What follows belongs to an exercise in optimizing a design on an open flow for small area, a short achievable clock period and few clock cycles per item; a production flow would make more cautious choices. Where RTL was checked, it was by simulation tests only, not by an equivalence proof against the original. Function not checked in run 2: the RTL went through the layout flow alone. Power figures rest on the tool's default switching activity, not on a simulated workload.

## flow/design.v (module list and top-level ports; edited modules follow where they fit)
// module qkv_ctrl: 41 lines
// module operand_fetch: 93 lines
// module mac_unit: 1770 lines
// module csa_fa: 10 lines
// module booth_pp: 10 lines
// module operand_reg: 10 lines
// module csa_x2: 7 lines
// module csa_ha: 9 lines
// module cpa32: 268 lines
// module add16: 111 lines
// module result_writer: 24 lines
// module qkv_top: 60 lines
module qkv_top #(
	parameter int num_proj = 3
) (
	input  logic        clk,
	input  logic        reset_n,
	input  logic        dut_valid,
	output logic        dut_ready,
	output logic [15:0] input_read_address,
	input  logic [31:0] input_read_data,
	output logic [15:0] weight_read_address,
	input  logic [31:0] weight_read_data,
	output logic        result_write_enable,
	output logic [15:0] result_write_address,
	output logic [31:0] result_write_data
);
  // ...
==> flow/flow/run.sh <==
#!/bin/bash
set -e
MARGIN=6
cat >> config.mk <<EOS
export SETUP_SLACK_MARGIN = $MARGIN
export BUFFER_PORTS_ARGS = -buffer_cell sky130_fd_sc_hd__buf_2
export CTS_ARGS = -sink_clustering_enable -repair_clock_nets -dont_use_dummy_load -sink_clustering_size 30 -sink_clustering_max_diameter 60
EOS
bash standard.sh > standard.log 2>&1
==> flow/standard.sh <==
#!/bin/bash
# synth_recipe.tcl (not shown) runs the flow's synth.tcl, then flattens the netlist and writes it again
# the make line also repeats each setting of config.mk as NAME=value (left out here)
make -C /OpenROAD-flow-scripts/flow DESIGN_CONFIG=/design/flow/config.mk WORK_HOME=/design/flow/orfs CLKGATE_MAP_FILE= SYNTH_SCRIPT=/design/flow/synth_recipe.tcl "${@:-finish}"
==> flow/config.mk <==
export PLATFORM = sky130hd
export DESIGN_NAME = qkv_top
export DESIGN_NICKNAME = qkv_top
export VERILOG_FILES = /design/flow/design.v
export SDC_FILE = /design/flow/constraint.sdc
export NUM_CORES = 4
export LEC_CHECK = 0
export CAP_MARGIN = 20
export CORE_MARGIN = 2
export CORE_UTILIZATION = 40
export SLEW_MARGIN = 20
export SYNTH_HIERARCHICAL = 1
export SYNTH_MINIMUM_KEEP_SIZE = 0
export SETUP_SLACK_MARGIN = 6
export BUFFER_PORTS_ARGS = -buffer_cell sky130_fd_sc_hd__buf_2
export CTS_ARGS = -sink_clustering_enable -repair_clock_nets -dont_use_dummy_load -sink_clustering_size 30 -sink_clustering_max_diameter 60
==> flow/constraint.sdc <==
create_clock -name core_clock -period 9.0 [get_ports {clk}]
set_input_delay 1.8000 -clock core_clock [delete_from_list [all_inputs] [get_ports {clk}]]
set_output_delay 1.8000 -clock core_clock [all_outputs]
set_load 0.01 [all_outputs]
==> metrics.md, run 1 <==
| Metric | Value |
|---|---|
| Initial antenna violation count | 7 |
| Post-synthesis mux area share | 0.0101 |
| Vias/cell | 5.55 |
| Sequential power | 3310 uW |
| Post-synth top cells | dfxtp_1, xnor2_1, fa_1, a22oi_1, nand2_1 |
| CP Depth | 1 |
| Fin crit share | 0.329 |
| Post-Syn Area per Cell | approximately 11 um2 |
| Maximum VDD drop | 0.121 mV |
| Outcome | timing/DRC/antenna clean |
| Yosys top cell area share | 0.273 |
| Row count | 100 |
| Kind of critical path | reg -> out |
| Number of buffers created by CTS | between 40 and 50 |
| Worst hold path type | reg -> reg |
| Reg2reg start | u_mac_unit.u_a_lo.q[9]$_DFF_P_ |
| Clock transition at the registers of the reported paths | 0.06 ns |
| Clk network pwr share | 0.187 |
| Power Combinational | approximately 3900 uW |
| Net Sw Frac | 0.363 |
| Die area | about 78000 um2 |
| Async set or reset register ratio after synthesis | 0 |
| Compound-gate portion of the synthesized area | 0.143 |
| Pwr/cell area | about 270 nW/um2 |
| Share of cells above drive strength 1 | 0.159 |
Testbench counts, summed over its fixed seeds: cycles 54,315, macs 53,547.
==> run 2, diff against run 1 <==
--- a/flow/design.v
+++ b/flow/design.v
@@ -1126,20 +1126,18 @@
 			hi = b_in[2*i+1];
 			md = b_in[2*i];
 			lo = (i == 0) ? 1'b0 : b_in[2*i-1];
 			e_neg[i] = hi;
 			e_one[i] = md ^ lo;
 			e_two[i] = (hi & ~md & ~lo) | (~hi & md & lo);
 		end
 	end
-	logic [15:0] a_hi;
-	operand_reg #(.W(32)) u_a_lo (.clk(clk), .d(a_in), .q(a_r));
-	operand_reg #(.W(16)) u_a_hi (.clk(clk), .d(a_in[15:0]), .q(a_hi));
 	always_ff @(posedge clk) begin
+		a_r   <= a_in;
 		b_neg <= e_neg;
 		b_one <= e_one;
 		b_two <= e_two;
 	end
 	assign acc_g_s = first ? 32'd0 : acc_s;
 	assign acc_g_c = first ? 32'd0 : acc_c;
 	assign pp0_0 = (b_one[0] & a_r[0]) ^ b_neg[0];
 	assign pp0_1 = ((b_one[0] & a_r[1]) | (b_two[0] & a_r[0])) ^ b_neg[0];
@@ -1336,88 +1334,88 @@
 	assign pp7_24 = ((b_one[7] & a_r[10]) | (b_two[7] & a_r[9])) ^ b_neg[7];
 	assign pp7_25 = ((b_one[7] & a_r[11]) | (b_two[7] & a_r[10])) ^ b_neg[7];
 	assign pp7_26 = ((b_one[7] & a_r[12]) | (b_two[7] & a_r[11])) ^ b_neg[7];
 	assign pp7_27 = ((b_one[7] & a_r[13]) | (b_two[7] & a_r[12])) ^ b_neg[7];
 	assign pp7_28 = ((b_one[7] & a_r[14]) | (b_two[7] & a_r[13])) ^ b_neg[7];
 	assign pp7_29 = ((b_one[7] & a_r[15]) | (b_two[7] & a_r[14])) ^ b_neg[7];
 	assign pp7_30 = ((b_one[7] & a_r[16]) | (b_two[7] & a_r[15])) ^ b_neg[7];
 	assign pp7_31 = ((b_one[7] & a_r[17]) | (b_two[7] & a_r[16])) ^ b_neg[7];
-	assign pp8_16 = (b_one[8] & a_hi[0]) ^ b_neg[8];
-	assign pp8_17 = ((b_one[8] & a_hi[1]) | (b_two[8] & a_hi[0])) ^ b_neg[8];
-	assign pp8_18 = ((b_one[8] & a_hi[2]) | (b_two[8] & a_hi[1])) ^ b_neg[8];
-	assign pp8_19 = ((b_one[8] & a_hi[3]) | (b_two[8] & a_hi[2])) ^ b_neg[8];
-	assign pp8_20 = ((b_one[8] & a_hi[4]) | (b_two[8] & a_hi[3])) ^ b_neg[8];
-	assign pp8_21 = ((b_one[8] & a_hi[5]) | (b_two[8] & a_hi[4])) ^ b_neg[8];
-	assign pp8_22 = ((b_one[8] & a_hi[6]) | (b_two[8] & a_hi[5])) ^ b_neg[8];
-	assign pp8_23 = ((b_one[8] & a_hi[7]) | (b_two[8] & a_hi[6])) ^ b_neg[8];
-	assign pp8_24 = ((b_one[8] & a_hi[8]) | (b_two[8] & a_hi[7])) ^ b_neg[8];
-	assign pp8_25 = ((b_one[8] & a_hi[9]) | (b_two[8] & a_hi[8])) ^ b_neg[8];
-	assign pp8_26 = ((b_one[8] & a_hi[10]) | (b_two[8] & a_hi[9])) ^ b_neg[8];
-	assign pp8_27 = ((b_one[8] & a_hi[11]) | (b_two[8] & a_hi[10])) ^ b_neg[8];
-	assign pp8_28 = ((b_one[8] & a_hi[12]) | (b_two[8] & a_hi[11])) ^ b_neg[8];
-	assign pp8_29 = ((b_one[8] & a_hi[13]) | (b_two[8] & a_hi[12])) ^ b_neg[8];
-	assign pp8_30 = ((b_one[8] & a_hi[14]) | (b_two[8] & a_hi[13])) ^ b_neg[8];
-	assign pp8_31 = ((b_one[8] & a_hi[15]) | (b_two[8] & a_hi[14])) ^ b_neg[8];
-	assign pp9_18 = (b_one[9] & a_hi[0]) ^ b_neg[9];
-	assign pp9_19 = ((b_one[9] & a_hi[1]) | (b_two[9] & a_hi[0])) ^ b_neg[9];
-	assign pp9_20 = ((b_one[9] & a_hi[2]) | (b_two[9] & a_hi[1])) ^ b_neg[9];
-	assign pp9_21 = ((b_one[9] & a_hi[3]) | (b_two[9] & a_hi[2])) ^ b_neg[9];
-	assign pp9_22 = ((b_one[9] & a_hi[4]) | (b_two[9] & a_hi[3])) ^ b_neg[9];
-	assign pp9_23 = ((b_one[9] & a_hi[5]) | (b_two[9] & a_hi[4])) ^ b_neg[9];
-	assign pp9_24 = ((b_one[9] & a_hi[6]) | (b_two[9] & a_hi[5])) ^ b_neg[9];
-	assign pp9_25 = ((b_one[9] & a_hi[7]) | (b_two[9] & a_hi[6])) ^ b_neg[9];
-	assign pp9_26 = ((b_one[9] & a_hi[8]) | (b_two[9] & a_hi[7])) ^ b_neg[9];
-	assign pp9_27 = ((b_one[9] & a_hi[9]) | (b_two[9] & a_hi[8])) ^ b_neg[9];
-	assign pp9_28 = ((b_one[9] & a_hi[10]) | (b_two[9] & a_hi[9])) ^ b_neg[9];
-	assign pp9_29 = ((b_one[9] & a_hi[11]) | (b_two[9] & a_hi[10])) ^ b_neg[9];
-	assign pp9_30 = ((b_one[9] & a_hi[12]) | (b_two[9] & a_hi[11])) ^ b_neg[9];
-	assign pp9_31 = ((b_one[9] & a_hi[13]) | (b_two[9] & a_hi[12])) ^ b_neg[9];
-	assign pp10_20 = (b_one[10] & a_hi[0]) ^ b_neg[10];
-	assign pp10_21 = ((b_one[10] & a_hi[1]) | (b_two[10] & a_hi[0])) ^ b_neg[10];
-	assign pp10_22 = ((b_one[10] & a_hi[2]) | (b_two[10] & a_hi[1])) ^ b_neg[10];
-	assign pp10_23 = ((b_one[10] & a_hi[3]) | (b_two[10] & a_hi[2])) ^ b_neg[10];
-	assign pp10_24 = ((b_one[10] & a_hi[4]) | (b_two[10] & a_hi[3])) ^ b_neg[10];
-	assign pp10_25 = ((b_one[10] & a_hi[5]) | (b_two[10] & a_hi[4])) ^ b_neg[10];
-	assign pp10_26 = ((b_one[10] & a_hi[6]) | (b_two[10] & a_hi[5])) ^ b_neg[10];
-	assign pp10_27 = ((b_one[10] & a_hi[7]) | (b_two[10] & a_hi[6])) ^ b_neg[10];
-	assign pp10_28 = ((b_one[10] & a_hi[8]) | (b_two[10] & a_hi[7])) ^ b_neg[10];
-	assign pp10_29 = ((b_one[10] & a_hi[9]) | (b_two[10] & a_hi[8])) ^ b_neg[10];
-	assign pp10_30 = ((b_one[10] & a_hi[10]) | (b_two[10] & a_hi[9])) ^ b_neg[10];
-	assign pp10_31 = ((b_one[10] & a_hi[11]) | (b_two[10] & a_hi[10])) ^ b_neg[10];
-	assign pp11_22 = (b_one[11] & a_hi[0]) ^ b_neg[11];
-	assign pp11_23 = ((b_one[11] & a_hi[1]) | (b_two[11] & a_hi[0])) ^ b_neg[11];
-	assign pp11_24 = ((b_one[11] & a_hi[2]) | (b_two[11] & a_hi[1])) ^ b_neg[11];
-	assign pp11_25 = ((b_one[11] & a_hi[3]) | (b_two[11] & a_hi[2])) ^ b_neg[11];
-	assign pp11_26 = ((b_one[11] & a_hi[4]) | (b_two[11] & a_hi[3])) ^ b_neg[11];
-	assign pp11_27 = ((b_one[11] & a_hi[5]) | (b_two[11] & a_hi[4])) ^ b_neg[11];
-	assign pp11_28 = ((b_one[11] & a_hi[6]) | (b_two[11] & a_hi[5])) ^ b_neg[11];
-	assign pp11_29 = ((b_one[11] & a_hi[7]) | (b_two[11] & a_hi[6])) ^ b_neg[11];
-	assign pp11_30 = ((b_one[11] & a_hi[8]) | (b_two[11] & a_hi[7])) ^ b_neg[11];
-	assign pp11_31 = ((b_one[11] & a_hi[9]) | (b_two[11] & a_hi[8])) ^ b_neg[11];
-	assign pp12_24 = (b_one[12] & a_hi[0]) ^ b_neg[12];
-	assign pp12_25 = ((b_one[12] & a_hi[1]) | (b_two[12] & a_hi[0])) ^ b_neg[12];
-	assign pp12_26 = ((b_one[12] & a_hi[2]) | (b_two[12] & a_hi[1])) ^ b_neg[12];
-	assign pp12_27 = ((b_one[12] & a_hi[3]) | (b_two[12] & a_hi[2])) ^ b_neg[12];
-	assign pp12_28 = ((b_one[12] & a_hi[4]) | (b_two[12] & a_hi[3])) ^ b_neg[12];
-	assign pp12_29 = ((b_one[12] & a_hi[5]) | (b_two[12] & a_hi[4])) ^ b_neg[12];
-	assign pp12_30 = ((b_one[12] & a_hi[6]) | (b_two[12] & a_hi[5])) ^ b_neg[12];
-	assign pp12_31 = ((b_one[12] & a_hi[7]) | (b_two[12] & a_hi[6])) ^ b_neg[12];
-	assign pp13_26 = (b_one[13] & a_hi[0]) ^ b_neg[13];
-	assign pp13_27 = ((b_one[13] & a_hi[1]) | (b_two[13] & a_hi[0])) ^ b_neg[13];
-	assign pp13_28 = ((b_one[13] & a_hi[2]) | (b_two[13] & a_hi[1])) ^ b_neg[13];
-	assign pp13_29 = ((b_one[13] & a_hi[3]) | (b_two[13] & a_hi[2])) ^ b_neg[13];
-	assign pp13_30 = ((b_one[13] & a_hi[4]) | (b_two[13] & a_hi[3])) ^ b_neg[13];
-	assign pp13_31 = ((b_one[13] & a_hi[5]) | (b_two[13] & a_hi[4])) ^ b_neg[13];
-	assign pp14_28 = (b_one[14] & a_hi[0]) ^ b_neg[14];
-	assign pp14_29 = ((b_one[14] & a_hi[1]) | (b_two[14] & a_hi[0])) ^ b_neg[14];
-	assign pp14_30 = ((b_one[14] & a_hi[2]) | (b_two[14] & a_hi[1])) ^ b_neg[14];
-	assign pp14_31 = ((b_one[14] & a_hi[3]) | (b_two[14] & a_hi[2])) ^ b_neg[14];
-	assign pp15_30 = (b_one[15] & a_hi[0]) ^ b_neg[15];
-	assign pp15_31 = ((b_one[15] & a_hi[1]) | (b_two[15] & a_hi[0])) ^ b_neg[15];
+	assign pp8_16 = (b_one[8] & a_r[0]) ^ b_neg[8];
+	assign pp8_17 = ((b_one[8] & a_r[1]) | (b_two[8] & a_r[0])) ^ b_neg[8];
+	assign pp8_18 = ((b_one[8] & a_r[2]) | (b_two[8] & a_r[1])) ^ b_neg[8];
+	assign pp8_19 = ((b_one[8] & a_r[3]) | (b_two[8] & a_r[2])) ^ b_neg[8];
+	assign pp8_20 = ((b_one[8] & a_r[4]) | (b_two[8] & a_r[3])) ^ b_neg[8];
+	assign pp8_21 = ((b_one[8] & a_r[5]) | (b_two[8] & a_r[4])) ^ b_neg[8];
+	assign pp8_22 = ((b_one[8] & a_r[6]) | (b_two[8] & a_r[5])) ^ b_neg[8];
+	assign pp8_23 = ((b_one[8] & a_r[7]) | (b_two[8] & a_r[6])) ^ b_neg[8];
+	assign pp8_24 = ((b_one[8] & a_r[8]) | (b_two[8] & a_r[7])) ^ b_neg[8];
+	assign pp8_25 = ((b_one[8] & a_r[9]) | (b_two[8] & a_r[8])) ^ b_neg[8];
+	assign pp8_26 = ((b_one[8] & a_r[10]) | (b_two[8] & a_r[9])) ^ b_neg[8];
+	assign pp8_27 = ((b_one[8] & a_r[11]) | (b_two[8] & a_r[10])) ^ b_neg[8];
+	assign pp8_28 = ((b_one[8] & a_r[12]) | (b_two[8] & a_r[11])) ^ b_neg[8];
+	assign pp8_29 = ((b_one[8] & a_r[13]) | (b_two[8] & a_r[12])) ^ b_neg[8];
+	assign pp8_30 = ((b_one[8] & a_r[14]) | (b_two[8] & a_r[13])) ^ b_neg[8];
+	assign pp8_31 = ((b_one[8] & a_r[15]) | (b_two[8] & a_r[14])) ^ b_neg[8];
+	assign pp9_18 = (b_one[9] & a_r[0]) ^ b_neg[9];
+	assign pp9_19 = ((b_one[9] & a_r[1]) | (b_two[9] & a_r[0])) ^ b_neg[9];
+	assign pp9_20 = ((b_one[9] & a_r[2]) | (b_two[9] & a_r[1])) ^ b_neg[9];
+	assign pp9_21 = ((b_one[9] & a_r[3]) | (b_two[9] & a_r[2])) ^ b_neg[9];
+	assign pp9_22 = ((b_one[9] & a_r[4]) | (b_two[9] & a_r[3])) ^ b_neg[9];
+	assign pp9_23 = ((b_one[9] & a_r[5]) | (b_two[9] & a_r[4])) ^ b_neg[9];
+	assign pp9_24 = ((b_one[9] & a_r[6]) | (b_two[9] & a_r[5])) ^ b_neg[9];
+	assign pp9_25 = ((b_one[9] & a_r[7]) | (b_two[9] & a_r[6])) ^ b_neg[9];
+	assign pp9_26 = ((b_one[9] & a_r[8]) | (b_two[9] & a_r[7])) ^ b_neg[9];
+	assign pp9_27 = ((b_one[9] & a_r[9]) | (b_two[9] & a_r[8])) ^ b_neg[9];
+	assign pp9_28 = ((b_one[9] & a_r[10]) | (b_two[9] & a_r[9])) ^ b_neg[9];
+	assign pp9_29 = ((b_one[9] & a_r[11]) | (b_two[9] & a_r[10])) ^ b_neg[9];
+	assign pp9_30 = ((b_one[9] & a_r[12]) | (b_two[9] & a_r[11])) ^ b_neg[9];
+	assign pp9_31 = ((b_one[9] & a_r[13]) | (b_two[9] & a_r[12])) ^ b_neg[9];
+	assign pp10_20 = (b_one[10] & a_r[0]) ^ b_neg[10];
+	assign pp10_21 = ((b_one[10] & a_r[1]) | (b_two[10] & a_r[0])) ^ b_neg[10];
+	assign pp10_22 = ((b_one[10] & a_r[2]) | (b_two[10] & a_r[1])) ^ b_neg[10];
+	assign pp10_23 = ((b_one[10] & a_r[3]) | (b_two[10] & a_r[2])) ^ b_neg[10];
+	assign pp10_24 = ((b_one[10] & a_r[4]) | (b_two[10] & a_r[3])) ^ b_neg[10];
+	assign pp10_25 = ((b_one[10] & a_r[5]) | (b_two[10] & a_r[4])) ^ b_neg[10];
+	assign pp10_26 = ((b_one[10] & a_r[6]) | (b_two[10] & a_r[5])) ^ b_neg[10];
+	assign pp10_27 = ((b_one[10] & a_r[7]) | (b_two[10] & a_r[6])) ^ b_neg[10];
+	assign pp10_28 = ((b_one[10] & a_r[8]) | (b_two[10] & a_r[7])) ^ b_neg[10];
+	assign pp10_29 = ((b_one[10] & a_r[9]) | (b_two[10] & a_r[8])) ^ b_neg[10];
+	assign pp10_30 = ((b_one[10] & a_r[10]) | (b_two[10] & a_r[9])) ^ b_neg[10];
+	assign pp10_31 = ((b_one[10] & a_r[11]) | (b_two[10] & a_r[10])) ^ b_neg[10];
+	assign pp11_22 = (b_one[11] & a_r[0]) ^ b_neg[11];
+	assign pp11_23 = ((b_one[11] & a_r[1]) | (b_two[11] & a_r[0])) ^ b_neg[11];
+	assign pp11_24 = ((b_one[11] & a_r[2]) | (b_two[11] & a_r[1])) ^ b_neg[11];
+	assign pp11_25 = ((b_one[11] & a_r[3]) | (b_two[11] & a_r[2])) ^ b_neg[11];
+	assign pp11_26 = ((b_one[11] & a_r[4]) | (b_two[11] & a_r[3])) ^ b_neg[11];
+	assign pp11_27 = ((b_one[11] & a_r[5]) | (b_two[11] & a_r[4])) ^ b_neg[11];
+	assign pp11_28 = ((b_one[11] & a_r[6]) | (b_two[11] & a_r[5])) ^ b_neg[11];
+	assign pp11_29 = ((b_one[11] & a_r[7]) | (b_two[11] & a_r[6])) ^ b_neg[11];
+	assign pp11_30 = ((b_one[11] & a_r[8]) | (b_two[11] & a_r[7])) ^ b_neg[11];
+	assign pp11_31 = ((b_one[11] & a_r[9]) | (b_two[11] & a_r[8])) ^ b_neg[11];
+	assign pp12_24 = (b_one[12] & a_r[0]) ^ b_neg[12];
+	assign pp12_25 = ((b_one[12] & a_r[1]) | (b_two[12] & a_r[0])) ^ b_neg[12];
+	assign pp12_26 = ((b_one[12] & a_r[2]) | (b_two[12] & a_r[1])) ^ b_neg[12];
+	assign pp12_27 = ((b_one[12] & a_r[3]) | (b_two[12] & a_r[2])) ^ b_neg[12];
+	assign pp12_28 = ((b_one[12] & a_r[4]) | (b_two[12] & a_r[3])) ^ b_neg[12];
+	assign pp12_29 = ((b_one[12] & a_r[5]) | (b_two[12] & a_r[4])) ^ b_neg[12];
+	assign pp12_30 = ((b_one[12] & a_r[6]) | (b_two[12] & a_r[5])) ^ b_neg[12];
+	assign pp12_31 = ((b_one[12] & a_r[7]) | (b_two[12] & a_r[6])) ^ b_neg[12];
+	assign pp13_26 = (b_one[13] & a_r[0]) ^ b_neg[13];
+	assign pp13_27 = ((b_one[13] & a_r[1]) | (b_two[13] & a_r[0])) ^ b_neg[13];
+	assign pp13_28 = ((b_one[13] & a_r[2]) | (b_two[13] & a_r[1])) ^ b_neg[13];
+	assign pp13_29 = ((b_one[13] & a_r[3]) | (b_two[13] & a_r[2])) ^ b_neg[13];
+	assign pp13_30 = ((b_one[13] & a_r[4]) | (b_two[13] & a_r[3])) ^ b_neg[13];
+	assign pp13_31 = ((b_one[13] & a_r[5]) | (b_two[13] & a_r[4])) ^ b_neg[13];
+	assign pp14_28 = (b_one[14] & a_r[0]) ^ b_neg[14];
+	assign pp14_29 = ((b_one[14] & a_r[1]) | (b_two[14] & a_r[0])) ^ b_neg[14];
+	assign pp14_30 = ((b_one[14] & a_r[2]) | (b_two[14] & a_r[1])) ^ b_neg[14];
+	assign pp14_31 = ((b_one[14] & a_r[3]) | (b_two[14] & a_r[2])) ^ b_neg[14];
+	assign pp15_30 = (b_one[15] & a_r[0]) ^ b_neg[15];
+	assign pp15_31 = ((b_one[15] & a_r[1]) | (b_two[15] & a_r[0])) ^ b_neg[15];
 	csa_fa u_s2_fa0 (.a(b_neg[1]), .b(pp0_2), .c(pp1_2), .s(s2_fs0), .co(s2_fc0));
 	csa_fa u_s2_fa1 (.a(pp0_3), .b(pp1_3), .c(s2_fc0), .s(s2_fs1), .co(s2_fc1));
 	csa_fa u_s2_fa2 (.a(b_neg[2]), .b(pp0_4), .c(pp1_4), .s(s2_fs2), .co(s2_fc2));
 	csa_fa u_s2_fa3 (.a(pp2_4), .b(s2_fs2), .c(s2_fc1), .s(s2_fs3), .co(s2_fc3));
 	csa_fa u_s2_fa4 (.a(pp0_5), .b(pp1_5), .c(pp2_5), .s(s2_fs4), .co(s2_fc4));
 	csa_ha u_s2_ha0 (.a(b_neg[3]), .b(pp0_6), .s(s2_hs0), .co(s2_hc0));
 	csa_fa u_s2_fa5 (.a(pp1_6), .b(pp2_6), .c(pp3_6), .s(s2_fs5), .co(s2_fc5));
 	csa_fa u_s2_fa6 (.a(s2_hs0), .b(s2_fc4), .c(s2_fs5), .s(s2_fs6), .co(s2_fc6));
@@ -1920,26 +1918,16 @@
 	input  logic two,
 	input  logic neg,
 	input  logic a,
 	input  logic a1,
 	output logic pp
 );
 	assign pp = ((one & a) | (two & a1)) ^ neg;
 endmodule
-module operand_reg #(
-	parameter int W = 32
-) (
-	input  logic         clk,
-	input  logic [W-1:0] d,
-	output logic [W-1:0] q
-);
-	always_ff @(posedge clk)
-		q <= d;
-endmodule
 module csa_x2 (
 	input  logic a,
 	input  logic b,
 	output logic s
 );
 	assign s = a ^ b;
 endmodule
 module csa_ha (
==> metrics.md, run 2 <==
| Metric | Value |
|---|---|
| Htree depth | 2 |
| Die Wd | 278 um |
| Share of cells above drive strength 1 | 0.181 (+0.0217) |
| I/O pins | 149 |
| Register-to-register setup slack | ~6.0 ns |
| Drt first pass iters | 7 |
| RSZ-0062 raised after global routing | true |
| CP Data Required Time | 7.20 ns |
| Clk network pwr share | 0.190 (+0.003) |
| Critical path's slowest cell | dfxtp_4 |
| Setup-failing EPs final | 0 |
| Kind of critical path | reg -> out |
| Seq pwr share | 0.363 |
| Comb power frac | 0.447 |
| Cell Chain, Critical Path | buf_2 |
| Pwr/cell area | 273 nW/um2 (about the same) |
| WL/cell | 21.4 um |
| Most frequent cells in the layout | xnor2_1, dfxtp_1, fa_1, a22oi_1, nand2_1 |
| Post-synth top flop | dfxtp_1 |
| Critical Path Sink Type | primary output |
| CTS tree | done |
| Vias/cell | 5.58 (+0.52%) |
| Reg2reg start | u_mac_unit.a_r[20]$_DFF_P_ |
| 1st-iter DRT viols | roughly 1700 |
| Initial Util | 0.403 |
| Residual DRC count | 0 |
| Core ar. | between 70000 and 80000 um2 |
| Reg2Reg Depth | 6 |
| CTS max path bufs | 3 |
| Synth-to-Final Area Change | 8.22% |
| Worst hold path type | reg -> reg |
| Distinct cell type count after synthesis | 95 |
| Number of buffers created by CTS | 46 (+4.5%) |
| Worst clock skew | 0.0729 ns |
| Nets | 3130 |
| Total number of yosys warnings | 10 |
| Post-synth top cells | dfxtp_1, xnor2_1, fa_1, a22oi_1, nand2_1 |
| Worst Hold Path EP | u_qkv_ctrl.first_s3$_DFF_P_ |
| Maximum VDD drop | 0.133 mV (+9.4%) |
| Biggest regs | u_mac_unit.a_r: 32 flops, u_mac_unit.acc_s: 32 flops, u_result_writer.result_write_data: 32 flops |
| GRT Total Usage | 0.202 |
| Fin crit share | 0.330 (+0.000538) |
| Dpl hpwl | 56.1 mm |
| Pint | 5610 uW |
| Slew @ Worst Pin | around 0.93 ns |
| Clock transition at the registers of the reported paths | 0.08 ns (+0.02 ns) |
| Top delay family on crit path | flip-flops |
| Final period demand of the worst path | between 2 and 3 ns |
| CTS root buffer | clkbuf_16 |
| Dpl cells | ~3600 |
| Die Y | ~280 um |
| Net Sw Frac | 0.367 (+0.00317) |
| Die area | 77100 um2 (-0.86%) |
| Yosys top cell by area | dfxtp_1 |
| Post-synthesis sequential area ratio | 0.358 |
| Post-Syn Area per Cell | 11.3 um2 (-0.35%) |
| Worst path max stage delay | 0.41 ns |
| WHS Path Cells | 0 |
| DRT antenna net count | 0 |
| FF+latch count, synth | 489 |
| FMAX | 0.337 GHz |
| Port Buffers | 148 |
| GPL Wtd Cong | just under 0.9 |
| Final setup TNS | 0 ns |
| CTS sink count | 489 |
| Largest net degree at the start of global routing | 64 |
| DR vias | 20500 |
| Sw Pwr | 3250 uW |
| Reg2reg end | u_mac_unit.mid_29_4$_DFF_P_ |
| Post-Syn Area | 30000 um2 |
| Row count | 100 (unchanged) |
| Top-count cell post-synth | dfxtp_1 |
| Slew headroom | 0.379 |
| Async set or reset register ratio after synthesis | 0 (unchanged) |
| Vias in the first global route | 21400 |
| Hold Fails Final Rpt | 0 |
| CP max FO | 7 |
| Outcome | timing/DRC/antenna clean |
| Commonest non-fill, non-tap cell in the layout | xnor2_1 |
| EDFF count, synth | 93 |
| First-pass GRT wire length | ~120 mm |
| DRT Wirelength | 78.7 mm |
| Max Cap Viol | 0 |
| Min Hold Slack | 0.330 ns |
| Synth top area cells | dfxtp_1, fa_1, xnor2_1, edfxtp_1, a22oi_2 |
| Critical Path Start Type | flop |
| Initial antenna violation count | 11 (+4) |
| Yosys top cell area share | 0.265 (-0.00829) |
| Post-synthesis instance total | between 2000 and 3000 |
| Layout Cells excl Fill | 3682 |
| Total gr overflow | 0 |
| Worst EP arrival | 1.17 ns |
| Hold Startpoint | u_qkv_ctrl.first_s2$_DFF_P_ |
| Pins over their slew limit | 0 |
| Leak | 0.0121 uW |
| Worst-Skew Late Latency | 0.63 ns |
| CP Buf/Inv Count | 1 |
## run 2: how the worst max path moves through the flow
stage | start | to | slack (ns) | depth (start not counted)
6_report | u_operand_fetch.weight_read_address[8]$_SDFF_PP0_ | weight_read_address[8] | 6.03 | 1
5_1_grt | u_mac_unit.b_one[2]$_DFF_P_ | u_mac_unit.mid_29_4$_DFF_P_ | 5.93 | 7
4_1_cts | u_mac_unit.a_r[16]$_DFF_P_ | u_mac_unit.mid_29_4$_DFF_P_ | 5.96 | 6
3_5_place_dp | u_mac_unit.b_one[6]$_DFF_P_ | u_mac_unit.mid_30_4$_DFF_P_ | 5.73 | 6
3_3_place_gp | u_mac_unit.b_one[6]$_DFF_P_ | u_mac_unit.mid_30_4$_DFF_P_ | 5.70 | 6
2_1_floorplan | u_qkv_ctrl.hdr2$_SDFF_PN0_ | u_operand_fetch.i_end$_DFFE_PP_ | 6.10 | 5
## run 2: metrics by stage
| step | utilization | setup slack (ns) | power [uW] | area [um2] |
|---|---|---|---|---|
| floorplan | - | 6.10 | 6070 | 30000 |
| CTS | 0.434 | 5.96 | 9000 | 32300 |
| global route | 0.436 | 5.93 | 9670 | 32400 |
| global placement | 0.417 | 5.70 | 7080 | 31000 |
| finish | 0.436 | 6.03 | 8860 | 32400 |
| detailed placement | 0.417 | 5.73 | 7280 | 31000 |
## run 2: Yosys stat by module (local to each module, per instance), a selection
module	times used	cells inside	area, um2	flip-flops and latches
mac_unit	1	1056	11700	248
result_writer	1	118	1410	49
cpa32	1	117	853	0
qkv_ctrl	1	34	465	17
add16	1	55	402	0
csa_fa	255	1	20.0	0
csa_ha	74	1	12.5	0
csa_x2	34	1	8.76	0
## run 2: metal layers
layer  global-route usage  vias to the layer above  part of all wire
li1                     -                     9360                 -
met3               0.0414                      178             0.076
met5                    0                        -            0.0015
met4               0.0590                       20             0.026
met1                0.263                    10200              0.42
met2                0.341                      814              0.48
## run 2: layout make-up
cell class              instances  area, um2
fillers                      6989      41900
repair buffers                205       1190
clock buffers                  46       1150
inverters                      30        113
diodes                          1       2.50
multi-input cells            1942      17900
well taps                     969       1210
flip-flops and latches        489      10900
## run 2: worst register-to-register path, delay by kind of cell, from the launching register on
kind / cells / cell delay, ns
AOI/OAI and AO/OA: 1 / 0.19
xor gates and xnor gates: 1 / 0.23
adders and majority gates: 4 / 1.62
DFF: 1 / 0.74
## run 2: cell families (layout without fill, tap and decap cells)
family,Yosys count,after routing,synth area share
AO/OA/AOI/OAI,561,561,0.148
XOR/XNOR,431,431,0.126
adder cells (fa/ha/maj),349,349,0.210
buffers and inverters,220,281,0.0453
flip-flops,489,489,0.358
multiplexers,32,32,0.0113
other,2,4,0.000251
AND/OR/NAND/NOR,566,566,0.102
## run 2: repair_timing
item | 4_1_cts | 5_1_grt
hold buffers | 0 | 0
setup buffers | 3 | 14
setup endpoints to repair | 88 | 59
resized for setup | 66 | 24
## run 2: power by group through the flow
stage / Combinational [uW] / Sequential [uW] / Clock (uW)
CTS: 4030 / 3230 / 1740
global route: 4550 / 3290 / 1830
detailed placement: 4010 / 3280 / 0
global placement: 3810 / 3270 / 0
floorplan: 2910 / 3160 / 0
finish: 3960 / 3220 / 1680

-- what the ideal ports hide --
No port has a modelled driver above. Below, the same layouts with a new extraction and two added sets of constraints. Step 1: set_driving_cell puts a clkbuf_16 on clk and a buf_2 on each other input, an assumption about the parent block. Step 2, shift: input delay + t, output delay - t, t = (earliest + latest rising clock arrival at the registers) / 2. This alone moves slack from input paths to output paths. a / b / c = no drivers / after step 1 / after step 2; a / b = the first two.
run | shift t [ns] | setup slack, ns | clock arrival spread, ns | slew at the worst register clock pin (ns) | pins driven straight from the clock port
run 1 | 0.642 | 6.037 / 5.976 / 6.093 | 0.114 / 0.114 | 0.10 / 0.10 | 1
run 2 | 0.645 | 6.032 / 5.971 / 6.037 | 0.091 / 0.092 | 0.10 / 0.10 | 1
After both steps setup and hold are still met in every run listed.
